Context: an optimization exercise on an open-source flow, tuned for small area, a short achievable clock period and few clock cycles. The choices shown serve that exercise and are no tape-out recipe. Where RTL was checked, it was by simulation tests only, not by an equivalence proof against the original. Only the layout flow was run in run 2; the RTL was not checked for function there. Power figures rest on the tool's default switching activity, not on a simulated workload.

==> flow/design.v, too long to show whole: its modules and the start of the top module <==
// module dwconv_ctrl: 51 lines
// module channel_mac0: 841 lines
// module channel_mac1: 633 lines
// module channel_mac2: 567 lines
// module channel_mac3: 611 lines
// module channel_mac4: 523 lines
// module channel_mac5: 729 lines
// module channel_mac6: 811 lines
// module channel_mac7: 655 lines
// module dw_fa: 10 lines
// module dw_ha: 9 lines
// module requant_relu: 13 lines
// module result_fifo: 16 lines
// module dwconv_top: 39 lines
module dwconv_top (
  input  logic                  clk,
  input  logic                  rstn,
  input  logic                  in_req,
  input  dwconv_pkg::window_t   in_data,
  output logic                  in_ack,
  output logic                  out_req,
  output dwconv_pkg::out_word_t out_data,
  input  logic                  out_ack
);
  // ...
==> flow/flow/run.sh <==
#!/bin/bash
# Standard layout (the standard.sh, standard synthesis included), except
# that the input and output port buffers are plain sky130_fd_sc_hd__buf_1
# cells rather than the delay cell that buffer_ports picks by default.
# Every port still gets its own buffer; the resizer may still upsize them.
set -e
export BUFFER_PORTS_ARGS="-buffer_cell sky130_fd_sc_hd__buf_1"
bash standard.sh > standard.log 2>&1
==> flow/standard.sh <==
#!/bin/bash
# synth_recipe.tcl (not shown) runs the flow's synth.tcl, then flattens the netlist and writes it again
# the make line also repeats each setting of config.mk as NAME=value (left out here)
make -C /OpenROAD-flow-scripts/flow DESIGN_CONFIG=/design/flow/config.mk WORK_HOME=/design/flow/orfs CLKGATE_MAP_FILE= SYNTH_SCRIPT=/design/flow/synth_recipe.tcl "${@:-finish}"
==> flow/config.mk <==
export PLATFORM = sky130hd
export DESIGN_NAME = dwconv_top
export DESIGN_NICKNAME = dwconv_top
export VERILOG_FILES = /design/flow/design.v
export SDC_FILE = /design/flow/constraint.sdc
export NUM_CORES = 4
export LEC_CHECK = 0
export CAP_MARGIN = 20
export CORE_MARGIN = 2
export CORE_UTILIZATION = 60
export CTS_CLUSTER_DIAMETER = 80
export CTS_CLUSTER_SIZE = 30
export SETUP_SLACK_MARGIN = 3.2
export SLEW_MARGIN = 20
export SYNTH_HIERARCHICAL = 1
export SYNTH_MINIMUM_KEEP_SIZE = 0
==> flow/constraint.sdc <==
create_clock -name core_clock -period 6.0 [get_ports {clk}]
set_input_delay 1.2000 -clock core_clock [delete_from_list [all_inputs] [get_ports {clk}]]
set_output_delay 1.2000 -clock core_clock [all_outputs]
set_load 0.01 [all_outputs]
==> impl_metrics.yaml, run 1 <==
run_status:
  status: "no timing/DRC/antenna violations"
power_and_ir_drop:
  intPower_mw: 13.5
  power-top-group: "combinational logic"
  p_per_area_nw_per_um2: 484
  powerClk_mw: 2.97
  power_leakage_nw: 19.6
final_layout:
  n_all_inverters: 458
  sh_seq_area_pct: 30.6
  stdcell_count: 4475
  multiInputGateArea_um2: 26100
  layout-drive-gt1-share_pct: 6.13
  finalNetCount: 5266
  clkbuf_count: 44
routing:
  vias: 22700
  drt_pass1_iterations: 5
grt:
  grt.overflow.total: 0
  global_route.usage.met2_pct: 48.7
  antenna_found_initial: 42
worst_setup_path:
  reg2reg_depth: 8
timing:
  fin_crit_sh_pct: 45.5
  fin_crit_ps: 2730
  rsz0062_at_grt: "yes"
  hold_violations: 0
  slew_violations: 0
  final-setup-viol-count: 0
placement:
  place_hpwl_mm: 86.3
  dp_slack_ps: 2670
  portBuffers: 629
clocking:
  cts_max_level: 2
  clockBufferDepth: 3
  clk_pin_slew_ps: 110
  cts-buffers-inserted: 37
synth:
  ys_warn_count: 16
  syn_area_um2: 42000
job:
  maxCapViolCount: 0
Testbench counts, summed over its fixed seeds: cycles 12,800.
==> module channel_mac0, before the edit <==
module channel_mac0 (
  input  logic        clk,
  input  logic [71:0] win,
  output logic [6:0]  q
);
  logic n1;
  logic n2;
  logic n3;
  logic n4;
  logic n5;
  logic n6;
  logic n7;
  logic n8;
  logic n9;
  logic n10;
  logic n11;
  logic n12;
  logic n13;
  logic n14;
  logic n15;
  logic n16;
  logic n17;
  logic n18;
  logic n19;
  logic n20;
  logic n21;
  logic n22;
  logic n23;
  logic n24;
  logic n25;
  logic n26;
  logic n27;
  logic n28;
  logic n29;
  logic n30;
  logic n31;
  logic n32;
  logic n33;
  logic n34;
  logic n35;
  logic n36;
  logic n37;
  logic n38;
  logic n39;
  logic n40;
  logic n41;
  logic n42;
  logic n43;
  logic n44;
  logic n45;
  logic n46;
  logic n47;
  logic n48;
  logic n49;
  logic n50;
  logic n51;
  logic n52;
  logic n53;
  logic n54;
  logic n55;
  logic n56;
  logic n57;
  logic n58;
  logic n59;
  logic n60;
  logic n61;
  logic n62;
  logic n63;
  logic n64;
  logic n65;
  logic n66;
  logic n67;
  logic n68;
  logic n69;
  logic n70;
  logic n71;
  logic n72;
  logic n73;
  logic n74;
  logic n75;
  logic n76;
  logic n77;
  logic n78;
  logic n79;
  logic n80;
  logic n81;
  logic n82;
  logic n83;
  logic n84;
  logic n85;
  logic n86;
  logic n87;
  logic n88;
  logic n89;
  logic n90;
  logic n91;
  logic n92;
  logic n93;
  logic n94;
  logic n95;
  logic n96;
  logic n97;
  logic n98;
  logic n99;
  logic n100;
  logic n101;
  logic n102;
  logic n103;
  logic n104;
  logic n105;
  logic n106;
  logic n107;
  logic n108;
  logic n109;
  logic n110;
  logic n111;
  logic n112;
  logic n113;
  logic n114;
  logic n115;
  logic n116;
  logic n117;
  logic n118;
  logic n119;
  logic n120;
  logic n121;
  logic n122;
  logic n123;
  logic n124;
  logic n125;
  logic n126;
  logic n127;
  logic n128;
  logic n129;
  logic n130;
  logic n131;
  logic n132;
  logic n133;
  logic n134;
  logic n135;
  logic n136;
  logic n137;
  logic n138;
  logic n139;
  logic n140;
  logic n141;
  logic n142;
  logic n143;
  logic n144;
  logic n145;
  logic n146;
  logic n147;
  logic n148;
  logic n149;
  logic n150;
  logic n151;
  logic n152;
  logic n153;
  logic n154;
  logic n155;
  logic n156;
  logic n157;
  logic n158;
  logic n159;
  logic n160;
  logic n161;
  logic n162;
  logic n163;
  logic n164;
  logic n165;
  logic n166;
  logic n167;
  logic n168;
  logic n169;
  logic n170;
  logic n171;
  logic n172;
  logic n173;
  logic n174;
  logic n175;
  logic n176;
  logic n177;
  logic n178;
  logic n179;
  logic n180;
  logic n181;
  logic n182;
  logic n183;
  logic n184;
  logic n185;
  logic n186;
  logic n187;
  logic n188;
  logic n189;
  logic n190;
  logic n191;
  logic n192;
  logic n193;
  logic n194;
  logic n195;
  logic n196;
  logic n197;
  logic n198;
  logic n199;
  logic n200;
  logic n201;
  logic n202;
  logic n203;
  logic n204;
  logic n205;
  logic n206;
  logic n207;
  logic n208;
  logic n209;
  logic n210;
  logic n211;
  logic n212;
  logic n213;
  logic n214;
  logic n215;
  logic n216;
  logic n217;
  logic n218;
  logic n219;
  logic n220;
  logic n221;
  logic n222;
  logic n223;
  logic n224;
  logic n225;
  logic n226;
  logic n227;
  logic n228;
  logic n229;
  logic n230;
  logic n231;
  logic n232;
  logic n233;
  logic n234;
  logic n235;
  logic n236;
  logic n237;
  logic n238;
  logic n239;
  logic n240;
  logic n241;
  logic n242;
  logic n243;
  logic n244;
  logic n245;
  logic n246;
  logic n247;
  logic n248;
  logic n249;
  logic n250;
  logic n251;
  logic n252;
  logic n253;
  logic n254;
  logic n255;
  logic n256;
  logic n257;
  logic n258;
  logic n259;
  logic n260;
  logic n261;
  logic n262;
  logic n263;
  logic n264;
  logic n265;
  logic n266;
  logic n267;
  logic n268;
  logic n269;
  logic n270;
  logic n271;
  logic n272;
  logic n273;
  logic n274;
  logic n275;
  logic n276;
  logic n277;
  logic n278;
  logic n279;
  logic n280;
  logic n281;
  logic n282;
  logic n283;
  logic n284;
  logic n285;
  logic n286;
  logic n287;
  logic n288;
  logic n289;
  logic n290;
  logic n291;
  logic n292;
  logic n293;
  logic n294;
  logic n295;
  logic n296;
  logic n297;
  logic n298;
  logic n299;
  logic n300;
  logic n301;
  logic n302;
  logic n303;
  logic n304;
  logic n305;
  logic n306;
  logic n307;
  logic n308;
  logic n309;
  logic n310;
  logic n311;
  logic n312;
  logic n313;
  logic n314;
  logic n315;
  logic n316;
  logic n317;
  logic n318;
  logic n319;
  logic n320;
  logic n321;
  logic n322;
  logic n323;
  logic n324;
  logic n325;
  logic n326;
  logic n327;
  logic n328;
  logic n329;
  logic n330;
  logic n331;
  logic n332;
  logic n333;
  logic n334;
  logic n335;
  logic n336;
  logic n337;
  logic n338;
  logic n339;
  logic n340;
  logic n341;
  logic n342;
  logic n343;
  logic n344;
  logic n345;
  logic n346;
  logic n347;
  logic n348;
  logic n349;
  logic n350;
  logic n351;
  logic n352;
  logic n353;
  logic n354;
  logic n355;
  logic n356;
  logic n357;
  logic n358;
  logic n359;
  logic n360;
  logic n361;
  logic n362;
  logic n363;
  logic n364;
  logic n365;
  logic n366;
  logic n367;
  logic n368;
  logic n369;
  logic n370;
  logic n371;
  logic n372;
  logic n373;
  logic n374;
  logic n375;
  logic n376;
  logic n377;
  logic n378;
  logic n379;
  logic n380;
  logic n381;
  logic n382;
  logic n383;
  logic n384;
  logic n385;
  logic n386;
  logic n387;
  logic n388;
  logic n389;
  logic n390;
  logic n391;
  logic n392;
  logic n393;
  logic n394;
  logic n395;
  logic n396;
  logic n397;
  logic n398;
  logic n399;
  logic n400;
  logic n401;
  logic n402;
  logic n403;
  logic n404;
  logic n405;
  logic n406;
  logic n407;
  logic n408;
  logic n409;
  logic n410;
  logic n411;
  logic n412;
  logic n413;
  logic n414;
  logic n415;
  logic n416;
  logic n417;
  logic n418;
  logic n419;
  logic n420;
  logic n421;
  logic n422;
  logic n423;
  logic n424;
  logic n425;
  logic n426;
  logic n427;
  logic n428;
  logic n429;
  logic n430;
  logic n431;
  logic n432;
  logic n433;
  logic n434;
  logic n435;
  logic n436;
  logic n437;
  logic n438;
  logic n439;
  logic n440;
  logic n441;
  logic n442;
  logic n443;
  logic n444;
  logic n445;
  logic n446;
  logic n447;
  logic n448;
  logic n449;
  logic n450;
  logic n451;
  logic n452;
  logic n453;
  logic n454;
  logic n455;
  logic n456;
  logic s1_n263;
  logic s1_n264;
  logic s1_n265;
  logic s1_n266;
  logic s1_n267;
  logic s1_n268;
  logic s1_n269;
  logic s1_n270;
  logic s1_n271;
  logic s1_n272;
  logic s1_n273;
  logic s1_n274;
  logic s1_n275;
  logic s1_n276;
  logic s1_n277;
  logic s1_n278;
  logic s1_n279;
  logic s1_n280;
  logic s1_n281;
  logic s1_n282;
  logic s1_n283;
  logic s1_n284;
  logic s1_n285;
  logic s1_n286;
  logic s1_n287;
  logic s1_n288;
  logic s1_n289;
  logic s1_n290;
  logic s1_n291;
  logic s1_n292;
  logic s1_n293;
  logic s1_n294;
  logic s1_n295;
  logic s1_n296;
  logic s1_n297;
  logic s1_n298;
  logic s1_n299;
  logic s1_n300;
  logic s1_n301;
  logic s1_n302;
  logic s1_n303;
  logic s1_n304;
  logic s1_n305;
  logic s1_n306;
  logic s1_n307;
  logic s1_n308;
  logic s1_n309;
  logic s1_n310;
  logic s1_n311;
  logic s1_n312;
  logic s1_n313;
  logic s1_n314;
  logic s1_n315;
  logic s1_n316;
  logic s1_n317;
  logic s1_n318;
  logic s1_n319;
  logic s1_n320;
  logic s1_n321;
  logic s1_n322;
  logic s1_n323;
  logic s1_n324;
  logic s1_n325;
  logic s1_n326;
  logic s1_n327;
  logic s1_n328;
  logic s1_n329;
  logic s1_n330;
  logic s1_n331;
  logic cs_n434;
  logic cs_n435;
  logic cs_n436;
  logic cs_n437;
  logic cs_n438;
  logic cs_n439;
  logic cs_n440;
  logic cs_n441;
  logic cs_n442;
  logic cs_n443;
  logic cs_n444;
  logic cs_n445;
  logic cs_n446;
  logic cs_n447;
  logic cs_n448;
  logic cs_n449;
  logic cs_n450;
  logic cs_n451;
  logic cs_n452;
  logic cs_n453;
  logic cs_n454;
  logic cs_n455;
  logic cs_n456;
  dw_fa u_n1 (.a(win[0]), .b(win[8]), .c(win[16]), .s(n1), .co(n2));
  dw_fa u_n3 (.a(win[32]), .b(win[48]), .c(win[56]), .s(n3), .co(n4));
  dw_ha u_n5 (.a(win[64]), .b(~n1), .s(n5), .co(n6));
  dw_fa u_n7 (.a(win[1]), .b(win[9]), .c(win[17]), .s(n7), .co(n8));
  dw_fa u_n9 (.a(win[33]), .b(win[49]), .c(win[57]), .s(n9), .co(n10));
  dw_fa u_n11 (.a(win[24]), .b(n2), .c(n7), .s(n11), .co(n12));
  dw_fa u_n13 (.a(win[65]), .b(n4), .c(n9), .s(n13), .co(n14));
  dw_ha u_n15 (.a(~n6), .b(n11), .s(n15), .co(n16));
  dw_fa u_n17 (.a(win[2]), .b(win[10]), .c(win[18]), .s(n17), .co(n18));
  dw_fa u_n19 (.a(win[25]), .b(win[48]), .c(win[64]), .s(n19), .co(n20));
  dw_fa u_n21 (.a(win[0]), .b(win[8]), .c(win[16]), .s(n21), .co(n22));
  dw_fa u_n23 (.a(win[34]), .b(win[32]), .c(win[50]), .s(n23), .co(n24));
  dw_ha u_n25 (.a(win[58]), .b(win[66]), .s(n25), .co(n26));
  dw_fa u_n27 (.a(n8), .b(n17), .c(n19), .s(n27), .co(n28));
  dw_fa u_n29 (.a(n25), .b(n10), .c(n21), .s(n29), .co(n30));
  dw_fa u_n31 (.a(n23), .b(n14), .c(n29), .s(n31), .co(n32));
  dw_fa u_n33 (.a(n12), .b(n27), .c(n16), .s(n33), .co(n34));
  dw_fa u_n35 (.a(win[3]), .b(win[11]), .c(win[19]), .s(n35), .co(n36));
  dw_fa u_n37 (.a(win[26]), .b(win[24]), .c(win[49]), .s(n37), .co(n38));
  dw_fa u_n39 (.a(win[1]), .b(win[9]), .c(win[17]), .s(n39), .co(n40));
  dw_fa u_n41 (.a(win[35]), .b(win[33]), .c(win[40]), .s(n41), .co(n42));
  dw_fa u_n43 (.a(win[51]), .b(win[59]), .c(win[56]), .s(n43), .co(n44));
  dw_ha u_n45 (.a(win[67]), .b(~win[65]), .s(n45), .co(n46));
  dw_fa u_n47 (.a(n18), .b(n20), .c(n35), .s(n47), .co(n48));
  dw_fa u_n49 (.a(n26), .b(n45), .c(n22), .s(n49), .co(n50));
  dw_fa u_n51 (.a(n24), .b(n39), .c(n41), .s(n51), .co(n52));
  dw_fa u_n53 (.a(n37), .b(n28), .c(n47), .s(n53), .co(n54));
  dw_fa u_n55 (.a(n43), .b(n30), .c(n49), .s(n55), .co(n56));
  dw_fa u_n57 (.a(win[4]), .b(win[12]), .c(win[8]), .s(n57), .co(n58));
  dw_fa u_n59 (.a(win[20]), .b(win[27]), .c(win[25]), .s(n59), .co(n60));
  dw_fa u_n61 (.a(win[50]), .b(win[48]), .c(win[66]), .s(n61), .co(n62));
  dw_fa u_n63 (.a(win[2]), .b(win[0]), .c(win[10]), .s(n63), .co(n64));
  dw_fa u_n65 (.a(win[18]), .b(win[16]), .c(win[36]), .s(n65), .co(n66));
  dw_fa u_n67 (.a(win[34]), .b(win[41]), .c(win[52]), .s(n67), .co(n68));
  dw_fa u_n69 (.a(win[60]), .b(win[57]), .c(win[68]), .s(n69), .co(n70));
  dw_fa u_n71 (.a(win[64]), .b(n36), .c(n38), .s(n71), .co(n72));
  dw_fa u_n73 (.a(n57), .b(n59), .c(n61), .s(n73), .co(n74));
  dw_fa u_n75 (.a(n46), .b(n40), .c(n42), .s(n75), .co(n76));
  dw_fa u_n77 (.a(n44), .b(n63), .c(n65), .s(n77), .co(n78));
  dw_fa u_n79 (.a(n67), .b(n69), .c(n50), .s(n79), .co(n80));
  dw_fa u_n81 (.a(n48), .b(n71), .c(n73), .s(n81), .co(n82));
  dw_fa u_n83 (.a(n52), .b(n75), .c(n77), .s(n83), .co(n84));
  dw_fa u_n85 (.a(win[5]), .b(win[13]), .c(win[9]), .s(n85), .co(n86));
  dw_fa u_n87 (.a(win[21]), .b(win[28]), .c(win[26]), .s(n87), .co(n88));
  dw_fa u_n89 (.a(win[51]), .b(win[49]), .c(win[56]), .s(n89), .co(n90));
  dw_fa u_n91 (.a(win[3]), .b(win[1]), .c(win[11]), .s(n91), .co(n92));
  dw_fa u_n93 (.a(win[19]), .b(win[17]), .c(win[37]), .s(n93), .co(n94));
  dw_fa u_n95 (.a(win[35]), .b(win[42]), .c(win[53]), .s(n95), .co(n96));
  dw_fa u_n97 (.a(win[61]), .b(win[58]), .c(win[69]), .s(n97), .co(n98));
  assign n99 = ~(win[67] ^ win[65]);
  assign n100 = win[67] | win[65];
  dw_fa u_n101 (.a(n99), .b(n58), .c(n60), .s(n101), .co(n102));
  dw_fa u_n103 (.a(n62), .b(n85), .c(n87), .s(n103), .co(n104));
  dw_fa u_n105 (.a(n64), .b(n66), .c(n68), .s(n105), .co(n106));
  dw_fa u_n107 (.a(n70), .b(n91), .c(n93), .s(n107), .co(n108));
  dw_fa u_n109 (.a(~n89), .b(n95), .c(n97), .s(n109), .co(n110));
  dw_fa u_n111 (.a(n72), .b(n74), .c(n101), .s(n111), .co(n112));
  dw_fa u_n113 (.a(n76), .b(n78), .c(n105), .s(n113), .co(n114));
  dw_fa u_n115 (.a(~n103), .b(n107), .c(n109), .s(n115), .co(n116));
  dw_fa u_n117 (.a(win[6]), .b(win[14]), .c(win[10]), .s(n117), .co(n118));
  dw_fa u_n119 (.a(win[22]), .b(win[29]), .c(win[27]), .s(n119), .co(n120));
  dw_fa u_n121 (.a(win[52]), .b(win[50]), .c(win[57]), .s(n121), .co(n122));
  dw_fa u_n123 (.a(win[4]), .b(win[2]), .c(win[12]), .s(n123), .co(n124));
  dw_fa u_n125 (.a(win[8]), .b(win[20]), .c(win[18]), .s(n125), .co(n126));
  dw_fa u_n127 (.a(win[38]), .b(win[36]), .c(win[43]), .s(n127), .co(n128));
  dw_fa u_n129 (.a(win[54]), .b(win[62]), .c(win[59]), .s(n129), .co(n130));
  dw_fa u_n131 (.a(~win[70]), .b(win[68]), .c(win[66]), .s(n131), .co(n132));
  dw_fa u_n133 (.a(n100), .b(n86), .c(n88), .s(n133), .co(n134));
  dw_fa u_n135 (.a(n90), .b(n117), .c(n119), .s(n135), .co(n136));
  dw_fa u_n137 (.a(n92), .b(n94), .c(n96), .s(n137), .co(n138));
  dw_fa u_n139 (.a(n98), .b(n123), .c(n125), .s(n139), .co(n140));
  dw_fa u_n141 (.a(~n121), .b(n127), .c(n129), .s(n141), .co(n142));
  dw_fa u_n143 (.a(n131), .b(n102), .c(n104), .s(n143), .co(n144));
  dw_fa u_n145 (.a(n106), .b(n108), .c(n137), .s(n145), .co(n146));
  dw_fa u_n147 (.a(n110), .b(n139), .c(n141), .s(n147), .co(n148));
  dw_fa u_n149 (.a(win[11]), .b(win[30]), .c(win[28]), .s(n149), .co(n150));
  dw_fa u_n151 (.a(win[39]), .b(win[55]), .c(win[53]), .s(n151), .co(n152));
  dw_fa u_n153 (.a(win[51]), .b(win[63]), .c(win[58]), .s(n153), .co(n154));
  dw_fa u_n155 (.a(win[71]), .b(win[69]), .c(win[67]), .s(n155), .co(n156));
  dw_fa u_n157 (.a(win[7]), .b(win[5]), .c(win[3]), .s(n157), .co(n158));
  dw_fa u_n159 (.a(win[15]), .b(win[13]), .c(win[9]), .s(n159), .co(n160));
  dw_fa u_n161 (.a(win[23]), .b(win[21]), .c(win[19]), .s(n161), .co(n162));
  dw_fa u_n163 (.a(win[37]), .b(win[44]), .c(win[60]), .s(n163), .co(n164));
  dw_fa u_n165 (.a(n118), .b(n120), .c(n122), .s(n165), .co(n166));
  dw_fa u_n167 (.a(n132), .b(n149), .c(n151), .s(n167), .co(n168));
  dw_fa u_n169 (.a(n124), .b(n126), .c(n128), .s(n169), .co(n170));
  dw_fa u_n171 (.a(n130), .b(n157), .c(n159), .s(n171), .co(n172));
  dw_fa u_n173 (.a(n153), .b(n155), .c(~n161), .s(n173), .co(n174));
  dw_fa u_n175 (.a(n134), .b(n136), .c(n165), .s(n175), .co(n176));
  dw_fa u_n177 (.a(n163), .b(n138), .c(n140), .s(n177), .co(n178));
  dw_fa u_n179 (.a(n169), .b(n142), .c(n171), .s(n179), .co(n180));
  dw_fa u_n181 (.a(win[12]), .b(win[29]), .c(win[54]), .s(n181), .co(n182));
  dw_fa u_n183 (.a(win[52]), .b(win[59]), .c(win[70]), .s(n183), .co(n184));
  dw_fa u_n185 (.a(win[6]), .b(win[4]), .c(win[14]), .s(n185), .co(n186));
  dw_fa u_n187 (.a(win[10]), .b(win[22]), .c(win[20]), .s(n187), .co(n188));
  dw_fa u_n189 (.a(win[31]), .b(win[38]), .c(win[45]), .s(n189), .co(n190));
  dw_fa u_n191 (.a(win[68]), .b(n150), .c(n152), .s(n191), .co(n192));
  dw_fa u_n193 (.a(n154), .b(n156), .c(n181), .s(n193), .co(n194));
  dw_fa u_n195 (.a(win[61]), .b(n158), .c(n160), .s(n195), .co(n196));
  dw_fa u_n197 (.a(n162), .b(n164), .c(n185), .s(n197), .co(n198));
  dw_fa u_n199 (.a(~n183), .b(n187), .c(n189), .s(n199), .co(n200));
  dw_fa u_n201 (.a(n166), .b(n168), .c(n191), .s(n201), .co(n202));
  dw_fa u_n203 (.a(n170), .b(n172), .c(n195), .s(n203), .co(n204));
  dw_fa u_n205 (.a(n174), .b(n193), .c(~n197), .s(n205), .co(n206));
  dw_fa u_n207 (.a(win[7]), .b(win[15]), .c(win[13]), .s(n207), .co(n208));
  dw_fa u_n209 (.a(win[23]), .b(win[30]), .c(win[39]), .s(n209), .co(n210));
  dw_fa u_n211 (.a(win[53]), .b(win[60]), .c(win[69]), .s(n211), .co(n212));
  dw_fa u_n213 (.a(win[5]), .b(win[11]), .c(win[21]), .s(n213), .co(n214));
  dw_fa u_n215 (.a(win[46]), .b(win[55]), .c(win[62]), .s(n215), .co(n216));
  dw_fa u_n217 (.a(n182), .b(n184), .c(n207), .s(n217), .co(n218));
  dw_fa u_n219 (.a(win[71]), .b(n186), .c(n188), .s(n219), .co(n220));
  dw_fa u_n221 (.a(n190), .b(n213), .c(n215), .s(n221), .co(n222));
  dw_fa u_n223 (.a(n209), .b(n211), .c(n192), .s(n223), .co(n224));
  dw_fa u_n225 (.a(n196), .b(n198), .c(n219), .s(n225), .co(n226));
  dw_fa u_n227 (.a(n194), .b(~n200), .c(n217), .s(n227), .co(n228));
  dw_fa u_n229 (.a(win[14]), .b(win[47]), .c(win[54]), .s(n229), .co(n230));
  dw_fa u_n231 (.a(win[63]), .b(win[61]), .c(win[70]), .s(n231), .co(n232));
  dw_fa u_n233 (.a(win[6]), .b(win[12]), .c(win[22]), .s(n233), .co(n234));
  dw_fa u_n235 (.a(n208), .b(n210), .c(n212), .s(n235), .co(n236));
  dw_fa u_n237 (.a(win[31]), .b(n214), .c(n216), .s(n237), .co(n238));
  assign n239 = ~(n229 ^ n231);
  assign n240 = n229 | n231;
  dw_fa u_n241 (.a(n239), .b(n218), .c(n235), .s(n241), .co(n242));
  dw_fa u_n243 (.a(n233), .b(n220), .c(n222), .s(n243), .co(n244));
  dw_fa u_n245 (.a(win[7]), .b(win[23]), .c(win[62]), .s(n245), .co(n246));
  dw_fa u_n247 (.a(win[15]), .b(win[13]), .c(win[55]), .s(n247), .co(n248));
  dw_fa u_n249 (.a(n230), .b(n232), .c(n245), .s(n249), .co(n250));
  dw_fa u_n251 (.a(win[71]), .b(n234), .c(n247), .s(n251), .co(n252));
  assign n253 = ~(n240 ^ n236);
  assign n254 = n240 | n236;
  dw_fa u_n255 (.a(n238), .b(~n249), .c(n251), .s(n255), .co(n256));
  dw_fa u_n257 (.a(win[14]), .b(win[63]), .c(n248), .s(n257), .co(n258));
  dw_fa u_n259 (.a(n246), .b(n250), .c(~n252), .s(n259), .co(n260));
  dw_ha u_n261 (.a(win[15]), .b(~n258), .s(n261), .co(n262));
  assign n332 = s1_n263 ^ s1_n264;
  assign n333 = s1_n263 | s1_n264;
  dw_fa u_n334 (.a(s1_n265), .b(~s1_n266), .c(n333), .s(n334), .co(n335));
  dw_fa u_n336 (.a(s1_n267), .b(~s1_n268), .c(n335), .s(n336), .co(n337));
  dw_fa u_n338 (.a(s1_n269), .b(s1_n270), .c(s1_n271), .s(n338), .co(n339));
  dw_fa u_n340 (.a(s1_n272), .b(s1_n273), .c(~n338), .s(n340), .co(n341));
  dw_ha u_n342 (.a(~n337), .b(n340), .s(n342), .co(n343));
  dw_fa u_n344 (.a(s1_n274), .b(s1_n275), .c(s1_n278), .s(n344), .co(n345));
  dw_fa u_n346 (.a(s1_n276), .b(s1_n277), .c(~n339), .s(n346), .co(n347));
  dw_fa u_n348 (.a(~n344), .b(n341), .c(n346), .s(n348), .co(n349));
  dw_fa u_n350 (.a(s1_n279), .b(s1_n281), .c(s1_n283), .s(n350), .co(n351));
  dw_fa u_n352 (.a(s1_n280), .b(s1_n282), .c(~s1_n284), .s(n352), .co(n353));
  dw_fa u_n354 (.a(n345), .b(n350), .c(~n352), .s(n354), .co(n355));
  dw_ha u_n356 (.a(n347), .b(~n354), .s(n356), .co(n357));
  dw_fa u_n358 (.a(s1_n285), .b(s1_n286), .c(s1_n287), .s(n358), .co(n359));
  dw_fa u_n360 (.a(s1_n288), .b(s1_n290), .c(s1_n291), .s(n360), .co(n361));
  dw_fa u_n362 (.a(s1_n289), .b(n353), .c(n358), .s(n362), .co(n363));
  dw_fa u_n364 (.a(s1_n292), .b(n351), .c(n360), .s(n364), .co(n365));
  dw_fa u_n366 (.a(~n362), .b(n364), .c(n355), .s(n366), .co(n367));
  dw_fa u_n368 (.a(s1_n293), .b(s1_n294), .c(s1_n295), .s(n368), .co(n369));
  dw_fa u_n370 (.a(s1_n296), .b(s1_n298), .c(s1_n299), .s(n370), .co(n371));
  dw_fa u_n372 (.a(s1_n297), .b(n359), .c(n368), .s(n372), .co(n373));
  dw_fa u_n374 (.a(s1_n300), .b(n361), .c(n370), .s(n374), .co(n375));
  dw_fa u_n376 (.a(n363), .b(~n365), .c(n372), .s(n376), .co(n377));
  assign n378 = n374 ^ n367;
  assign n379 = n374 | n367;
  dw_fa u_n380 (.a(s1_n302), .b(s1_n305), .c(s1_n307), .s(n380), .co(n381));
  dw_fa u_n382 (.a(s1_n301), .b(s1_n303), .c(s1_n304), .s(n382), .co(n383));
  dw_fa u_n384 (.a(s1_n306), .b(n371), .c(n382), .s(n384), .co(n385));
  dw_fa u_n386 (.a(n369), .b(n380), .c(n373), .s(n386), .co(n387));
  dw_fa u_n388 (.a(n375), .b(n384), .c(~n377), .s(n388), .co(n389));
  dw_ha u_n390 (.a(n386), .b(~n379), .s(n390), .co(n391));
  dw_fa u_n392 (.a(s1_n309), .b(s1_n311), .c(s1_n313), .s(n392), .co(n393));
  dw_fa u_n394 (.a(s1_n308), .b(s1_n310), .c(s1_n312), .s(n394), .co(n395));
  dw_fa u_n396 (.a(s1_n314), .b(n381), .c(n392), .s(n396), .co(n397));
  dw_fa u_n398 (.a(n383), .b(n394), .c(n385), .s(n398), .co(n399));
  dw_fa u_n400 (.a(n396), .b(n387), .c(~n398), .s(n400), .co(n401));
  dw_ha u_n402 (.a(~n389), .b(n400), .s(n402), .co(n403));
  dw_fa u_n404 (.a(s1_n316), .b(s1_n318), .c(s1_n320), .s(n404), .co(n405));
  dw_fa u_n406 (.a(s1_n315), .b(s1_n317), .c(s1_n319), .s(n406), .co(n407));
  dw_fa u_n408 (.a(n393), .b(~n395), .c(n404), .s(n408), .co(n409));
  dw_fa u_n410 (.a(~n406), .b(n397), .c(n408), .s(n410), .co(n411));
  dw_fa u_n412 (.a(~n399), .b(n410), .c(n401), .s(n412), .co(n413));
  dw_fa u_n414 (.a(s1_n321), .b(s1_n322), .c(~s1_n323), .s(n414), .co(n415));
  dw_fa u_n416 (.a(s1_n324), .b(~n405), .c(n407), .s(n416), .co(n417));
  dw_fa u_n418 (.a(n414), .b(n409), .c(~n416), .s(n418), .co(n419));
  dw_ha u_n420 (.a(n411), .b(n418), .s(n420), .co(n421));
  dw_fa u_n422 (.a(s1_n325), .b(~s1_n326), .c(s1_n327), .s(n422), .co(n423));
  dw_fa u_n424 (.a(s1_n328), .b(n415), .c(~n422), .s(n424), .co(n425));
  dw_fa u_n426 (.a(~n417), .b(n424), .c(n419), .s(n426), .co(n427));
  dw_fa u_n428 (.a(s1_n329), .b(s1_n330), .c(~n423), .s(n428), .co(n429));
  dw_ha u_n430 (.a(n425), .b(n428), .s(n430), .co(n431));
  dw_ha u_n432 (.a(s1_n331), .b(n429), .s(n432), .co(n433));
  always_ff @(posedge clk) begin
    s1_n263 <= n3;
    s1_n264 <= n5;
    s1_n265 <= n13;
    s1_n266 <= n15;
    s1_n267 <= n31;
    s1_n268 <= n33;
    s1_n269 <= n51;
    s1_n270 <= n32;
    s1_n271 <= n55;
    s1_n272 <= n53;
    s1_n273 <= n34;
    s1_n274 <= n56;
    s1_n275 <= n79;
    s1_n276 <= n54;
    s1_n277 <= n81;
    s1_n278 <= n83;
    s1_n279 <= n80;
    s1_n280 <= n82;
    s1_n281 <= n84;
    s1_n282 <= n111;
    s1_n283 <= n113;
    s1_n284 <= n115;
    s1_n285 <= n133;
    s1_n286 <= n135;
    s1_n287 <= n112;
    s1_n288 <= n114;
    s1_n289 <= n143;
    s1_n290 <= n145;
    s1_n291 <= n116;
    s1_n292 <= n147;
    s1_n293 <= n167;
    s1_n294 <= n173;
    s1_n295 <= n144;
    s1_n296 <= n146;
    s1_n297 <= n175;
    s1_n298 <= n177;
    s1_n299 <= n148;
    s1_n300 <= n179;
    s1_n301 <= n199;
    s1_n302 <= n176;
    s1_n303 <= n178;
    s1_n304 <= n180;
    s1_n305 <= n201;
    s1_n306 <= n203;
    s1_n307 <= n205;
    s1_n308 <= n221;
    s1_n309 <= n202;
    s1_n310 <= n204;
    s1_n311 <= n223;
    s1_n312 <= n225;
    s1_n313 <= n206;
    s1_n314 <= n227;
    s1_n315 <= n237;
    s1_n316 <= n224;
    s1_n317 <= n226;
    s1_n318 <= n241;
    s1_n319 <= n243;
    s1_n320 <= n228;
    s1_n321 <= n253;
    s1_n322 <= n242;
    s1_n323 <= n244;
    s1_n324 <= n255;
    s1_n325 <= n257;
    s1_n326 <= n254;
    s1_n327 <= n256;
    s1_n328 <= n259;
    s1_n329 <= n260;
    s1_n330 <= n261;
    s1_n331 <= n262;
    cs_n434 <= n343;
    cs_n435 <= n348;
    cs_n436 <= n349;
    cs_n437 <= n356;
    cs_n438 <= n357;
    cs_n439 <= n366;
    cs_n440 <= n376;
    cs_n441 <= n378;
    cs_n442 <= n388;
    cs_n443 <= n390;
    cs_n444 <= n391;
    cs_n445 <= n402;
    cs_n446 <= n403;
    cs_n447 <= n412;
    cs_n448 <= n413;
    cs_n449 <= n420;
    cs_n450 <= n421;
    cs_n451 <= n426;
    cs_n452 <= n427;
    cs_n453 <= n430;
    cs_n454 <= n431;
    cs_n455 <= n432;
    cs_n456 <= n433;
  end
  logic [15:0] rx, ry;
  logic signed [15:0] s;
  assign rx = {1'b1, cs_n454, cs_n452, cs_n450, cs_n448, cs_n446, cs_n444, ~cs_n442, cs_n440, cs_n438, cs_n436, cs_n434, 1'b0, 1'b0, 1'b0, 1'b0};
  assign ry = {cs_n456, cs_n455, cs_n453, cs_n451, cs_n449, cs_n447, cs_n445, cs_n443, cs_n441, ~cs_n439, cs_n437, cs_n435, 1'b0, 1'b0, 1'b0, 1'b0};
  assign s = rx + ry;
  requant_relu #(.W(16)) u_rq (.s(s), .q(q));
endmodule
==> module channel_mac4, before the edit <==
module channel_mac4 (
  input  logic        clk,
  input  logic [71:0] win,
  output logic [6:0]  q
);
  logic n1;
  logic n2;
  logic n3;
  logic n4;
  logic n5;
  logic n6;
  logic n7;
  logic n8;
  logic n9;
  logic n10;
  logic n11;
  logic n12;
  logic n13;
  logic n14;
  logic n15;
  logic n16;
  logic n17;
  logic n18;
  logic n19;
  logic n20;
  logic n21;
  logic n22;
  logic n23;
  logic n24;
  logic n25;
  logic n26;
  logic n27;
  logic n28;
  logic n29;
  logic n30;
  logic n31;
  logic n32;
  logic n33;
  logic n34;
  logic n35;
  logic n36;
  logic n37;
  logic n38;
  logic n39;
  logic n40;
  logic n41;
  logic n42;
  logic n43;
  logic n44;
  logic n45;
  logic n46;
  logic n47;
  logic n48;
  logic n49;
  logic n50;
  logic n51;
  logic n52;
  logic n53;
  logic n54;
  logic n55;
  logic n56;
  logic n57;
  logic n58;
  logic n59;
  logic n60;
  logic n61;
  logic n62;
  logic n63;
  logic n64;
  logic n65;
  logic n66;
  logic n67;
  logic n68;
  logic n69;
  logic n70;
  logic n71;
  logic n72;
  logic n73;
  logic n74;
  logic n75;
  logic n76;
  logic n77;
  logic n78;
  logic n79;
  logic n80;
  logic n81;
  logic n82;
  logic n83;
  logic n84;
  logic n85;
  logic n86;
  logic n87;
  logic n88;
  logic n89;
  logic n90;
  logic n91;
  logic n92;
  logic n93;
  logic n94;
  logic n95;
  logic n96;
  logic n97;
  logic n98;
  logic n99;
  logic n100;
  logic n101;
  logic n102;
  logic n103;
  logic n104;
  logic n105;
  logic n106;
  logic n107;
  logic n108;
  logic n109;
  logic n110;
  logic n111;
  logic n112;
  logic n113;
  logic n114;
  logic n115;
  logic n116;
  logic n117;
  logic n118;
  logic n119;
  logic n120;
  logic n121;
  logic n122;
  logic n123;
  logic n124;
  logic n125;
  logic n126;
  logic n127;
  logic n128;
  logic n129;
  logic n130;
  logic n131;
  logic n132;
  logic n133;
  logic n134;
  logic n135;
  logic n136;
  logic n137;
  logic n138;
  logic n139;
  logic n140;
  logic n141;
  logic n142;
  logic n143;
  logic n144;
  logic n145;
  logic n146;
  logic n147;
  logic n148;
  logic n149;
  logic n150;
  logic n151;
  logic n152;
  logic n153;
  logic n154;
  logic n155;
  logic n156;
  logic n157;
  logic n158;
  logic n159;
  logic n160;
  logic n161;
  logic n162;
  logic n163;
  logic n164;
  logic n165;
  logic n166;
  logic n167;
  logic n168;
  logic n169;
  logic n170;
  logic n171;
  logic n172;
  logic n173;
  logic n174;
  logic n175;
  logic n176;
  logic n177;
  logic n178;
  logic n179;
  logic n180;
  logic n181;
  logic n182;
  logic n183;
  logic n184;
  logic n185;
  logic n186;
  logic n187;
  logic n188;
  logic n189;
  logic n190;
  logic n191;
  logic n192;
  logic n193;
  logic n194;
  logic n195;
  logic n196;
  logic n197;
  logic n198;
  logic n199;
  logic n200;
  logic n201;
  logic n202;
  logic n203;
  logic n204;
  logic n205;
  logic n206;
  logic n207;
  logic n208;
  logic n209;
  logic n210;
  logic n211;
  logic n212;
  logic n213;
  logic n214;
  logic n215;
  logic n216;
  logic n217;
  logic n218;
  logic n219;
  logic n220;
  logic n221;
  logic n222;
  logic n223;
  logic n224;
  logic n225;
  logic n226;
  logic n227;
  logic n228;
  logic n229;
  logic n230;
  logic n231;
  logic n232;
  logic n233;
  logic n234;
  logic n235;
  logic n236;
  logic n237;
  logic n238;
  logic n239;
  logic n240;
  logic n241;
  logic n242;
  logic n243;
  logic n244;
  logic n245;
  logic n246;
  logic n247;
  logic n248;
  logic n249;
  logic n250;
  logic n251;
  logic n252;
  logic n253;
  logic n254;
  logic n255;
  logic n256;
  logic n257;
  logic n258;
  logic n259;
  logic n260;
  logic n261;
  logic n262;
  logic n263;
  logic n264;
  logic n265;
  logic n266;
  logic n267;
  logic n268;
  logic n269;
  logic n270;
  logic n271;
  logic n272;
  logic s1_n153;
  logic s1_n154;
  logic s1_n155;
  logic s1_n156;
  logic s1_n157;
  logic s1_n158;
  logic s1_n159;
  logic s1_n160;
  logic s1_n161;
  logic s1_n162;
  logic s1_n163;
  logic s1_n164;
  logic s1_n165;
  logic s1_n166;
  logic s1_n167;
  logic s1_n168;
  logic s1_n169;
  logic s1_n170;
  logic s1_n171;
  logic s1_n172;
  logic s1_n173;
  logic s1_n174;
  logic s1_n175;
  logic s1_n176;
  logic s1_n177;
  logic s1_n178;
  logic s1_n179;
  logic s1_n180;
  logic s1_n181;
  logic s1_n182;
  logic s1_n183;
  logic s1_n184;
  logic s1_n185;
  logic s1_n186;
  logic s1_n187;
  logic s1_n188;
  logic s1_n189;
  logic s1_n190;
  logic s1_n191;
  logic s1_n192;
  logic s1_n193;
  logic s1_n194;
  logic s1_n195;
  logic s1_n196;
  logic s1_n197;
  logic s1_n198;
  logic cs_n253;
  logic cs_n254;
  logic cs_n255;
  logic cs_n256;
  logic cs_n257;
  logic cs_n258;
  logic cs_n259;
  logic cs_n260;
  logic cs_n261;
  logic cs_n262;
  logic cs_n263;
  logic cs_n264;
  logic cs_n265;
  logic cs_n266;
  logic cs_n267;
  logic cs_n268;
  logic cs_n269;
  logic cs_n270;
  logic cs_n271;
  logic cs_n272;
  dw_fa u_n1 (.a(win[16]), .b(win[40]), .c(win[64]), .s(n1), .co(n2));
  dw_ha u_n3 (.a(1'b1), .b(win[8]), .s(n3), .co(n4));
  dw_fa u_n5 (.a(win[0]), .b(win[9]), .c(win[48]), .s(n5), .co(n6));
  dw_fa u_n7 (.a(win[17]), .b(win[41]), .c(win[65]), .s(n7), .co(n8));
  dw_fa u_n9 (.a(n4), .b(~n2), .c(n5), .s(n9), .co(n10));
  dw_fa u_n11 (.a(win[1]), .b(win[10]), .c(win[16]), .s(n11), .co(n12));
  dw_fa u_n13 (.a(win[18]), .b(win[42]), .c(win[56]), .s(n13), .co(n14));
  dw_ha u_n15 (.a(~win[49]), .b(win[66]), .s(n15), .co(n16));
  dw_fa u_n17 (.a(win[64]), .b(n15), .c(n8), .s(n17), .co(n18));
  dw_fa u_n19 (.a(n6), .b(n11), .c(~n13), .s(n19), .co(n20));
  dw_ha u_n21 (.a(n10), .b(~n17), .s(n21), .co(n22));
  dw_fa u_n23 (.a(win[2]), .b(win[11]), .c(win[17]), .s(n23), .co(n24));
  dw_fa u_n25 (.a(win[24]), .b(win[40]), .c(win[50]), .s(n25), .co(n26));
  dw_fa u_n27 (.a(win[19]), .b(win[32]), .c(win[43]), .s(n27), .co(n28));
  dw_fa u_n29 (.a(win[48]), .b(win[57]), .c(win[67]), .s(n29), .co(n30));
  dw_fa u_n31 (.a(n12), .b(n23), .c(n25), .s(n31), .co(n32));
  dw_fa u_n33 (.a(win[65]), .b(n16), .c(n14), .s(n33), .co(n34));
  dw_fa u_n35 (.a(n27), .b(n29), .c(n18), .s(n35), .co(n36));
  dw_fa u_n37 (.a(~n33), .b(n20), .c(n31), .s(n37), .co(n38));
  dw_ha u_n39 (.a(n22), .b(~n35), .s(n39), .co(n40));
  dw_fa u_n41 (.a(win[3]), .b(win[12]), .c(win[18]), .s(n41), .co(n42));
  dw_fa u_n43 (.a(win[16]), .b(win[25]), .c(win[41]), .s(n43), .co(n44));
  dw_fa u_n45 (.a(win[20]), .b(win[33]), .c(win[44]), .s(n45), .co(n46));
  dw_fa u_n47 (.a(win[49]), .b(win[58]), .c(win[68]), .s(n47), .co(n48));
  dw_fa u_n49 (.a(win[51]), .b(n24), .c(n26), .s(n49), .co(n50));
  dw_fa u_n51 (.a(win[66]), .b(n28), .c(n30), .s(n51), .co(n52));
  dw_fa u_n53 (.a(n41), .b(n43), .c(~n45), .s(n53), .co(n54));
  dw_fa u_n55 (.a(n47), .b(n34), .c(n51), .s(n55), .co(n56));
  dw_fa u_n57 (.a(n32), .b(n49), .c(n53), .s(n57), .co(n58));
  dw_fa u_n59 (.a(win[4]), .b(win[13]), .c(win[19]), .s(n59), .co(n60));
  dw_fa u_n61 (.a(win[17]), .b(win[26]), .c(win[42]), .s(n61), .co(n62));
  dw_fa u_n63 (.a(win[21]), .b(win[34]), .c(win[45]), .s(n63), .co(n64));
  dw_fa u_n65 (.a(win[50]), .b(win[59]), .c(win[69]), .s(n65), .co(n66));
  dw_fa u_n67 (.a(win[52]), .b(n42), .c(n44), .s(n67), .co(n68));
  dw_fa u_n69 (.a(win[67]), .b(n46), .c(n48), .s(n69), .co(n70));
  dw_fa u_n71 (.a(n59), .b(n61), .c(~n63), .s(n71), .co(n72));
  dw_fa u_n73 (.a(n65), .b(n52), .c(n69), .s(n73), .co(n74));
  dw_fa u_n75 (.a(n50), .b(n67), .c(n54), .s(n75), .co(n76));
  dw_fa u_n77 (.a(win[5]), .b(win[14]), .c(win[20]), .s(n77), .co(n78));
  dw_fa u_n79 (.a(win[18]), .b(win[27]), .c(win[43]), .s(n79), .co(n80));
  dw_fa u_n81 (.a(win[22]), .b(win[35]), .c(win[46]), .s(n81), .co(n82));
  dw_fa u_n83 (.a(win[51]), .b(win[60]), .c(win[70]), .s(n83), .co(n84));
  dw_fa u_n85 (.a(win[53]), .b(n60), .c(n62), .s(n85), .co(n86));
  dw_fa u_n87 (.a(win[68]), .b(n64), .c(n66), .s(n87), .co(n88));
  dw_fa u_n89 (.a(n77), .b(n79), .c(~n81), .s(n89), .co(n90));
  dw_fa u_n91 (.a(n83), .b(n70), .c(n87), .s(n91), .co(n92));
  dw_fa u_n93 (.a(n68), .b(n85), .c(n72), .s(n93), .co(n94));
  dw_fa u_n95 (.a(win[6]), .b(win[23]), .c(win[21]), .s(n95), .co(n96));
  dw_fa u_n97 (.a(win[19]), .b(win[28]), .c(win[47]), .s(n97), .co(n98));
  dw_fa u_n99 (.a(win[44]), .b(win[54]), .c(win[71]), .s(n99), .co(n100));
  dw_fa u_n101 (.a(win[15]), .b(win[36]), .c(win[52]), .s(n101), .co(n102));
  dw_fa u_n103 (.a(n78), .b(n80), .c(n95), .s(n103), .co(n104));
  dw_fa u_n105 (.a(win[61]), .b(win[69]), .c(n82), .s(n105), .co(n106));
  dw_fa u_n107 (.a(~n84), .b(n97), .c(n99), .s(n107), .co(n108));
  dw_fa u_n109 (.a(n101), .b(n88), .c(n105), .s(n109), .co(n110));
  dw_fa u_n111 (.a(n86), .b(n90), .c(n103), .s(n111), .co(n112));
  dw_fa u_n113 (.a(win[22]), .b(win[20]), .c(win[29]), .s(n113), .co(n114));
  dw_fa u_n115 (.a(win[7]), .b(win[37]), .c(win[55]), .s(n115), .co(n116));
  dw_fa u_n117 (.a(win[53]), .b(win[62]), .c(win[70]), .s(n117), .co(n118));
  dw_fa u_n119 (.a(win[45]), .b(n96), .c(n98), .s(n119), .co(n120));
  dw_fa u_n121 (.a(n102), .b(n115), .c(n117), .s(n121), .co(n122));
  dw_fa u_n123 (.a(n100), .b(n113), .c(n104), .s(n123), .co(n124));
  dw_fa u_n125 (.a(~n106), .b(n108), .c(n119), .s(n125), .co(n126));
  dw_fa u_n127 (.a(win[21]), .b(win[30]), .c(win[46]), .s(n127), .co(n128));
  dw_fa u_n129 (.a(win[23]), .b(win[38]), .c(win[54]), .s(n129), .co(n130));
  assign n131 = ~(win[63] ^ win[71]);
  assign n132 = win[63] | win[71];
  dw_fa u_n133 (.a(n131), .b(n114), .c(n127), .s(n133), .co(n134));
  dw_fa u_n135 (.a(n116), .b(n118), .c(n129), .s(n135), .co(n136));
  dw_fa u_n137 (.a(n120), .b(~n122), .c(n133), .s(n137), .co(n138));
  dw_fa u_n139 (.a(win[22]), .b(win[39]), .c(win[55]), .s(n139), .co(n140));
  dw_ha u_n141 (.a(win[31]), .b(win[47]), .s(n141), .co(n142));
  dw_fa u_n143 (.a(n132), .b(n128), .c(n139), .s(n143), .co(n144));
  dw_fa u_n145 (.a(n141), .b(n130), .c(n136), .s(n145), .co(n146));
  dw_ha u_n147 (.a(win[23]), .b(n142), .s(n147), .co(n148));
  dw_fa u_n149 (.a(n140), .b(~n147), .c(n144), .s(n149), .co(n150));
  assign n151 = 1'b0 ^ n148;
  assign n152 = 1'b0 | n148;
  dw_ha u_n199 (.a(~s1_n153), .b(s1_n154), .s(n199), .co(n200));
  dw_fa u_n201 (.a(~s1_n155), .b(s1_n156), .c(n200), .s(n201), .co(n202));
  dw_fa u_n203 (.a(s1_n157), .b(s1_n158), .c(n202), .s(n203), .co(n204));
  dw_fa u_n205 (.a(s1_n159), .b(s1_n160), .c(n204), .s(n205), .co(n206));
  dw_fa u_n207 (.a(s1_n162), .b(s1_n164), .c(s1_n165), .s(n207), .co(n208));
  dw_fa u_n209 (.a(s1_n161), .b(s1_n163), .c(~n207), .s(n209), .co(n210));
  dw_fa u_n211 (.a(s1_n166), .b(s1_n169), .c(s1_n170), .s(n211), .co(n212));
  dw_fa u_n213 (.a(s1_n167), .b(s1_n168), .c(~n208), .s(n213), .co(n214));
  dw_ha u_n215 (.a(n211), .b(~n210), .s(n215), .co(n216));
  dw_fa u_n217 (.a(s1_n171), .b(s1_n173), .c(s1_n175), .s(n217), .co(n218));
  dw_fa u_n219 (.a(s1_n172), .b(s1_n174), .c(~n212), .s(n219), .co(n220));
  dw_fa u_n221 (.a(~n217), .b(n214), .c(n219), .s(n221), .co(n222));
  dw_fa u_n223 (.a(s1_n176), .b(s1_n178), .c(s1_n180), .s(n223), .co(n224));
  dw_fa u_n225 (.a(s1_n177), .b(s1_n179), .c(~n218), .s(n225), .co(n226));
  dw_fa u_n227 (.a(~n223), .b(n220), .c(n225), .s(n227), .co(n228));
  dw_fa u_n229 (.a(s1_n183), .b(s1_n184), .c(s1_n185), .s(n229), .co(n230));
  dw_fa u_n231 (.a(s1_n181), .b(s1_n182), .c(~n224), .s(n231), .co(n232));
  dw_fa u_n233 (.a(~n229), .b(n226), .c(n231), .s(n233), .co(n234));
  dw_fa u_n235 (.a(s1_n187), .b(s1_n188), .c(s1_n189), .s(n235), .co(n236));
  dw_fa u_n237 (.a(~s1_n186), .b(n230), .c(n235), .s(n237), .co(n238));
  dw_ha u_n239 (.a(~n232), .b(n237), .s(n239), .co(n240));
  dw_fa u_n241 (.a(s1_n190), .b(s1_n191), .c(s1_n192), .s(n241), .co(n242));
  dw_fa u_n243 (.a(~s1_n193), .b(n236), .c(n241), .s(n243), .co(n244));
  dw_ha u_n245 (.a(n238), .b(n243), .s(n245), .co(n246));
  dw_fa u_n247 (.a(~s1_n194), .b(s1_n195), .c(n242), .s(n247), .co(n248));
  dw_ha u_n249 (.a(n244), .b(n247), .s(n249), .co(n250));
  dw_fa u_n251 (.a(s1_n196), .b(s1_n197), .c(n248), .s(n251), .co(n252));
  always_ff @(posedge clk) begin
    s1_n153 <= n1;
    s1_n154 <= n3;
    s1_n155 <= n7;
    s1_n156 <= n9;
    s1_n157 <= n19;
    s1_n158 <= n21;
    s1_n159 <= n37;
    s1_n160 <= n39;
    s1_n161 <= n36;
    s1_n162 <= n38;
    s1_n163 <= n55;
    s1_n164 <= n57;
    s1_n165 <= n40;
    s1_n166 <= n71;
    s1_n167 <= n56;
    s1_n168 <= n73;
    s1_n169 <= n58;
    s1_n170 <= n75;
    s1_n171 <= n89;
    s1_n172 <= n74;
    s1_n173 <= n76;
    s1_n174 <= n91;
    s1_n175 <= n93;
    s1_n176 <= n107;
    s1_n177 <= n92;
    s1_n178 <= n94;
    s1_n179 <= n109;
    s1_n180 <= n111;
    s1_n181 <= n121;
    s1_n182 <= n110;
    s1_n183 <= n112;
    s1_n184 <= n123;
    s1_n185 <= n125;
    s1_n186 <= n135;
    s1_n187 <= n124;
    s1_n188 <= n126;
    s1_n189 <= n137;
    s1_n190 <= n134;
    s1_n191 <= n143;
    s1_n192 <= n138;
    s1_n193 <= n145;
    s1_n194 <= n146;
    s1_n195 <= n149;
    s1_n196 <= n150;
    s1_n197 <= n151;
    s1_n198 <= n152;
    cs_n253 <= n206;
    cs_n254 <= n209;
    cs_n255 <= n213;
    cs_n256 <= n215;
    cs_n257 <= n216;
    cs_n258 <= n221;
    cs_n259 <= n222;
    cs_n260 <= n227;
    cs_n261 <= n228;
    cs_n262 <= n233;
    cs_n263 <= n234;
    cs_n264 <= n239;
    cs_n265 <= n240;
    cs_n266 <= n245;
    cs_n267 <= n246;
    cs_n268 <= n249;
    cs_n269 <= n250;
    cs_n270 <= n251;
    cs_n271 <= s1_n198;
    cs_n272 <= n252;
  end
  logic [13:0] rx, ry;
  logic signed [13:0] s;
  assign rx = {~cs_n271, cs_n269, cs_n267, cs_n265, ~cs_n263, ~cs_n261, ~cs_n259, cs_n257, ~cs_n255, cs_n253, 1'b0, 1'b0, 1'b0, 1'b0};
  assign ry = {cs_n272, cs_n270, cs_n268, cs_n266, cs_n264, ~cs_n262, ~cs_n260, ~cs_n258, cs_n256, ~cs_n254, 1'b0, 1'b0, 1'b0, 1'b0};
  assign s = rx + ry;
  requant_relu #(.W(14)) u_rq (.s(s), .q(q));
endmodule
==> run 2, diff against run 1 <==
--- a/flow/design.v
+++ b/flow/design.v
@@ -897,8 +897,12 @@
   logic signed [15:0] s;
   assign rx = {1'b1, cs_n454, cs_n452, cs_n450, cs_n448, cs_n446, cs_n444, ~cs_n442, cs_n440, cs_n438, cs_n436, cs_n434, 1'b0, 1'b0, 1'b0, 1'b0};
   assign ry = {cs_n456, cs_n455, cs_n453, cs_n451, cs_n449, cs_n447, cs_n445, cs_n443, cs_n441, ~cs_n439, cs_n437, cs_n435, 1'b0, 1'b0, 1'b0, 1'b0};
-  assign s = rx + ry;
-  requant_relu #(.W(16)) u_rq (.s(s), .q(q));
+  logic [7:0] lo;
+  logic [4:0] h0, h1;
+  assign lo = {1'b0, rx[10:4]} + {1'b0, ry[10:4]};
+  assign h0 = rx[15:11] + ry[15:11];
+  assign h1 = rx[15:11] + ry[15:11] + 5'd1;
+  requant_relu_cs #(.WH(5)) u_rq (.lo(lo), .h0(h0), .h1(h1), .q(q));
 endmodule
 module channel_mac1 (
   input  logic        clk,
@@ -1530,8 +1534,12 @@
   logic signed [15:0] s;
   assign rx = {1'b1, ~cs_n332, ~cs_n330, cs_n328, cs_n326, ~cs_n324, cs_n322, cs_n320, ~cs_n318, cs_n316, ~cs_n314, cs_n312, 1'b0, 1'b0, 1'b0, 1'b0};
   assign ry = {1'b0, ~cs_n333, ~cs_n331, cs_n329, cs_n327, cs_n325, ~cs_n323, cs_n321, cs_n319, ~cs_n317, cs_n315, cs_n313, 1'b0, 1'b0, 1'b0, 1'b0};
-  assign s = rx + ry;
-  requant_relu #(.W(16)) u_rq (.s(s), .q(q));
+  logic [7:0] lo;
+  logic [4:0] h0, h1;
+  assign lo = {1'b0, rx[10:4]} + {1'b0, ry[10:4]};
+  assign h0 = rx[15:11] + ry[15:11];
+  assign h1 = rx[15:11] + ry[15:11] + 5'd1;
+  requant_relu_cs #(.WH(5)) u_rq (.lo(lo), .h0(h0), .h1(h1), .q(q));
 endmodule
 module channel_mac2 (
   input  logic        clk,
@@ -2097,8 +2105,12 @@
   logic signed [14:0] s;
   assign rx = {1'b1, ~cs_n299, cs_n297, cs_n295, ~cs_n293, cs_n291, cs_n289, cs_n287, cs_n285, cs_n283, cs_n281, 1'b0, 1'b0, 1'b0, 1'b0};
   assign ry = {1'b0, cs_n300, cs_n298, cs_n296, cs_n294, ~cs_n292, cs_n290, cs_n288, cs_n286, cs_n284, cs_n282, 1'b0, 1'b0, 1'b0, 1'b0};
-  assign s = rx + ry;
-  requant_relu #(.W(15)) u_rq (.s(s), .q(q));
+  logic [7:0] lo;
+  logic [3:0] h0, h1;
+  assign lo = {1'b0, rx[10:4]} + {1'b0, ry[10:4]};
+  assign h0 = rx[14:11] + ry[14:11];
+  assign h1 = rx[14:11] + ry[14:11] + 4'd1;
+  requant_relu_cs #(.WH(4)) u_rq (.lo(lo), .h0(h0), .h1(h1), .q(q));
 endmodule
 module channel_mac3 (
   input  logic        clk,
@@ -2708,8 +2720,12 @@
   logic signed [15:0] s;
   assign rx = {1'b1, ~cs_n320, cs_n318, cs_n316, cs_n314, cs_n312, ~cs_n310, cs_n308, ~cs_n306, cs_n304, cs_n302, cs_n300, 1'b0, 1'b0, 1'b0, 1'b0};
   assign ry = {1'b0, ~cs_n321, ~cs_n319, cs_n317, cs_n315, cs_n313, cs_n311, ~cs_n309, cs_n307, ~cs_n305, cs_n303, cs_n301, 1'b0, 1'b0, 1'b0, 1'b0};
-  assign s = rx + ry;
-  requant_relu #(.W(16)) u_rq (.s(s), .q(q));
+  logic [7:0] lo;
+  logic [4:0] h0, h1;
+  assign lo = {1'b0, rx[10:4]} + {1'b0, ry[10:4]};
+  assign h0 = rx[15:11] + ry[15:11];
+  assign h1 = rx[15:11] + ry[15:11] + 5'd1;
+  requant_relu_cs #(.WH(5)) u_rq (.lo(lo), .h0(h0), .h1(h1), .q(q));
 endmodule
 module channel_mac4 (
   input  logic        clk,
@@ -3231,8 +3247,12 @@
   logic signed [13:0] s;
   assign rx = {~cs_n271, cs_n269, cs_n267, cs_n265, ~cs_n263, ~cs_n261, ~cs_n259, cs_n257, ~cs_n255, cs_n253, 1'b0, 1'b0, 1'b0, 1'b0};
   assign ry = {cs_n272, cs_n270, cs_n268, cs_n266, cs_n264, ~cs_n262, ~cs_n260, ~cs_n258, cs_n256, ~cs_n254, 1'b0, 1'b0, 1'b0, 1'b0};
-  assign s = rx + ry;
-  requant_relu #(.W(14)) u_rq (.s(s), .q(q));
+  logic [7:0] lo;
+  logic [2:0] h0, h1;
+  assign lo = {1'b0, rx[10:4]} + {1'b0, ry[10:4]};
+  assign h0 = rx[13:11] + ry[13:11];
+  assign h1 = rx[13:11] + ry[13:11] + 3'd1;
+  requant_relu_cs #(.WH(3)) u_rq (.lo(lo), .h0(h0), .h1(h1), .q(q));
 endmodule
 module channel_mac5 (
   input  logic        clk,
@@ -3960,8 +3980,12 @@
   logic signed [15:0] s;
   assign rx = {~cs_n389, cs_n387, cs_n385, cs_n383, ~cs_n381, cs_n379, ~cs_n377, cs_n375, ~cs_n373, cs_n371, cs_n369, cs_n367, 1'b0, 1'b0, 1'b0, 1'b0};
   assign ry = {cs_n390, cs_n388, cs_n386, cs_n384, cs_n382, ~cs_n380, cs_n378, ~cs_n376, cs_n374, cs_n372, cs_n370, cs_n368, 1'b0, 1'b0, 1'b0, 1'b0};
-  assign s = rx + ry;
-  requant_relu #(.W(16)) u_rq (.s(s), .q(q));
+  logic [7:0] lo;
+  logic [4:0] h0, h1;
+  assign lo = {1'b0, rx[10:4]} + {1'b0, ry[10:4]};
+  assign h0 = rx[15:11] + ry[15:11];
+  assign h1 = rx[15:11] + ry[15:11] + 5'd1;
+  requant_relu_cs #(.WH(5)) u_rq (.lo(lo), .h0(h0), .h1(h1), .q(q));
 endmodule
 module channel_mac6 (
   input  logic        clk,
@@ -4771,8 +4795,12 @@
   logic signed [15:0] s;
   assign rx = {cs_n437, cs_n435, cs_n433, cs_n431, cs_n429, ~cs_n427, cs_n425, cs_n423, ~cs_n421, cs_n419, ~cs_n417, cs_n415, 1'b0, 1'b0, 1'b0, 1'b0};
   assign ry = {cs_n438, cs_n436, cs_n434, cs_n432, cs_n430, cs_n428, ~cs_n426, cs_n424, cs_n422, ~cs_n420, cs_n418, ~cs_n416, 1'b0, 1'b0, 1'b0, 1'b0};
-  assign s = rx + ry;
-  requant_relu #(.W(16)) u_rq (.s(s), .q(q));
+  logic [7:0] lo;
+  logic [4:0] h0, h1;
+  assign lo = {1'b0, rx[10:4]} + {1'b0, ry[10:4]};
+  assign h0 = rx[15:11] + ry[15:11];
+  assign h1 = rx[15:11] + ry[15:11] + 5'd1;
+  requant_relu_cs #(.WH(5)) u_rq (.lo(lo), .h0(h0), .h1(h1), .q(q));
 endmodule
 module channel_mac7 (
   input  logic        clk,
@@ -5426,8 +5454,12 @@
   logic signed [15:0] s;
   assign rx = {1'b1, cs_n346, cs_n344, cs_n342, cs_n340, cs_n338, cs_n336, ~cs_n334, ~cs_n332, cs_n330, cs_n328, cs_n326, 1'b0, 1'b0, 1'b0, 1'b0};
   assign ry = {cs_n348, cs_n347, cs_n345, cs_n343, cs_n341, cs_n339, cs_n337, cs_n335, ~cs_n333, ~cs_n331, cs_n329, cs_n327, 1'b0, 1'b0, 1'b0, 1'b0};
-  assign s = rx + ry;
-  requant_relu #(.W(16)) u_rq (.s(s), .q(q));
+  logic [7:0] lo;
+  logic [4:0] h0, h1;
+  assign lo = {1'b0, rx[10:4]} + {1'b0, ry[10:4]};
+  assign h0 = rx[15:11] + ry[15:11];
+  assign h1 = rx[15:11] + ry[15:11] + 5'd1;
+  requant_relu_cs #(.WH(5)) u_rq (.lo(lo), .h0(h0), .h1(h1), .q(q));
 endmodule
 module dw_fa (
   input  logic a,
@@ -5465,6 +5497,25 @@
   assign q[4:0] = {5{!neg && !sat}} & s[8:4];
 endmodule
 `default_nettype wire
+`default_nettype none
+module requant_relu_cs #(
+  parameter int WH = 5
+) (
+  input  logic [7:0]    lo,
+  input  logic [WH-1:0] h0,
+  input  logic [WH-1:0] h1,
+  output logic [6:0]    q
+);
+  logic neg;
+  logic hi;
+  logic sat;
+  assign neg = lo[7] ? h1[WH-1] : h0[WH-1];
+  assign hi  = lo[7] ? (|h1[WH-2:0]) : (|h0[WH-2:0]);
+  assign sat = hi || (lo[6] && lo[5] && (|lo[4:0]));
+  assign q[6:5] = {2{!neg}} & ({2{sat}} | lo[6:5]);
+  assign q[4:0] = {5{!neg && !sat}} & lo[4:0];
+endmodule
+`default_nettype wire
 `timescale 1ns/10ps
 `default_nettype none
 module result_fifo (
==> impl_metrics.yaml, run 2 <==
floorplan:
  num_rows: 96
  core_area_um2: 68900
  dieHeight_um: 269
  die_w_um: 269
  boundaryPins: 646
  dieArea_um2: 72100
  start_util_pct: 60.9
timing:
  relSlewSlack_pct: 37.6
  fin_crit_ps: 2730
  fin_crit_sh_pct: 45.4
  slew_violations: 0
  rsz0062_at_grt: "no"
  final.setup_skew_ps: 23.1
  finalSetupTns_ps: 0
  fmax_mhz: 367
  hold_violations: 0
  final-setup-viol-count: 0
  max_slew.worst_pin.slew_ps: 935
power_and_ir_drop:
  p_per_area_nw_per_um2: 489
  ir_worst_vdd_mv: 0.338
  power_leakage_nw: 19.6
final_layout:
  area_growth_pct: 12.0
  finalNetCount: 5230
  stdcell_count: 4400
  reg_top3: "u_out.q (56), u_ctrl.g_lv.v (2)"
  final_cell_mix: "978 x fa_1, 635 x dfxtp_1, 629 x buf_1, 437 x inv_1, 210 x ha_1"
  largest_register_ffs: 56
  n_fill_cell: 5066
  layout-drive-gt1-share_pct: 4.22
  top_register: "u_out.q"
  design_area_um2: 47000
  layout_commonest_cell: "fa_1"
grt:
  grt_pass1_wl_mm: 143
  grt_pass1_vias: 26500
  grt_max_degree: 59
  antenna_found_initial: 8
  grt.overflow.total: 0
  grt.total_usage_pct: 26.9
placement:
  place_hpwl_mm: 81.8
  dp.cells: 4322
  portBuffers: 629
  dpl_cell_area_um2: 45500
  gp_congestion: 0.966
synth:
  synth_cells: 2763
  syn_area_um2: 42000
  ys_warn_count: 16
  avgSynthCellArea_um2: 15.2
routing:
  wl_per_cell_um: 20.8
  drtIter0Drc: 877
  via_per_inst: 5.05
  vias: 22200
  finalWirelength_mm: 91.5
  detail-route-antenna-nets: 0
  drt_pass1_iterations: 5
  drc: 0
clocking:
  clk_pin_slew_ps: 100
  clock-sinks: 692
  cts-root-buf: "clkbuf_16"
  cts-buffers-inserted: 38
  cts_tree: "done"
  clock_latency_ps: 600
  clockBufferDepth: 3
  cts_max_level: 2
min_path:
  holdCritPathClass: "reg -> reg"
job:
  maxCapViolCount: 0
worst_setup_path:
  worstPathRequired_ps: 6480
  worst_setup_path_start_kind: "input port"
  worstSetupPathType: "in -> reg"
  cp-end-kind: "flop"
  worstPathArrival_ps: 3200
  cp_max_fo: 3
run_status:
  status: "no timing/DRC/antenna violations"
[run 2: layout make-up]
type / instances / area (um2) / area share, %
inverters: 437 / 1640 / 3.49
multi-input cells: 1633 / 26000 / 55.3
clock inverters: 23 / 387 / 0.822
flip-flops and latches: 692 / 14400 / 30.7
diodes: 10 / 25.0 / 0.0532
repair buffers: 630 / 2370 / 5.04
clock buffers: 44 / 1000 / 2.14
well taps: 931 / 1160 / 2.48
[run 2: final timing paths]
path | slack, ps | to | depth (start not counted) | startpoint
hold / removal | 340 | u_mac5.cs_n389$_DFF_P_ | 0 | u_mac5.s1_n284$_DFF_P_
setup / recovery | 3270 | u_mac6.s1_n279$_DFF_P_ | 5 | in_data[432]
setup reg to reg | 3310 | u_mac0.cs_n447$_DFF_P_ | 6 | u_mac0.s1_n301$_DFF_P_
hold reg to reg | 340 | u_mac5.cs_n389$_DFF_P_ | 0 | u_mac5.s1_n284$_DFF_P_
[run 2: repair_timing]
action / CTS / global route
gates resized for setup: 2 / 6
pin swaps: 0 / 2
setup buffers: 0 / 1
endpoints found under the setup margin: 2 / 18
hold buffers: 0 / 0
[run 2: metal layers]
| layer | GRT usage [%] | part of all wire, % |
|---|---|---|
| met1 | 33.5 | 37 |
| met2 | 47.4 | 53 |
| met3 | 5.58 | 6.1 |
| met4 | 8.75 | 3.3 |
| met5 | 0 | 0 |
[run 2: power breakdown]
group / internal [mW] / switching [mW] / total [mW]
Combinational: 5.57 / 6.77 / 12.3
Sequential: 6.75 / 0.808 / 7.56
Clock: 1.38 / 1.73 / 3.11
Total: 13.7 / 9.30 / 23.0
[run 2: critical path: stages]
cell   delay, ps
buf_1        370
fa_1         530
fa_1         590
inv_1         70
fa_1         440
[run 2: per-stage QoR]
step	util (%)	hold slack, ps	power, mW	worst slack, ps
after floorplan	-	310	16.4	3100
after global placement	66.1	311	19.7	2680
after detailed placement	66.1	313	20.1	2670
after CTS	68.1	336	23.4	3280
after global routing	68.2	354	25.5	3200
final	68.2	336	23.0	3270

[separate check: timing with driven ports]
Ports are ideal in the flow. The routed layouts listed here were re-timed in OpenROAD. Step 1 sets driving cells, clkbuf_16 on the clock port and buf_2 on the other inputs (assumed; they add their load-dependent delay and slew). Step 2 adds t to the input delays and takes it off the output delays; t is the mean of the earliest and latest rising clock arrival at the registers after step 1. Input paths then give back, and output paths get back, about the clock's delay inside the block. Slacks: ideal / step 1 / step 2; pairs: ideal / step 1.
| run | t (ns) | setup WS [ns] | worst register clock-pin slew, ns | worst slew at a driven data input, ns |
|---|---|---|---|---|
| run 1 | 0.641 | 3.271 / 3.271 / 2.689 | 0.11 / 0.11 | 0.17 |
| run 2 | 0.649 | 3.273 / 3.295 / 2.646 | 0.11 / 0.11 | 0.11 |
After both steps setup and hold are still met in every run listed. The setup slack of run 2, which loses most, moves by +0.022 ns with the drivers and by -0.627 ns with both steps.
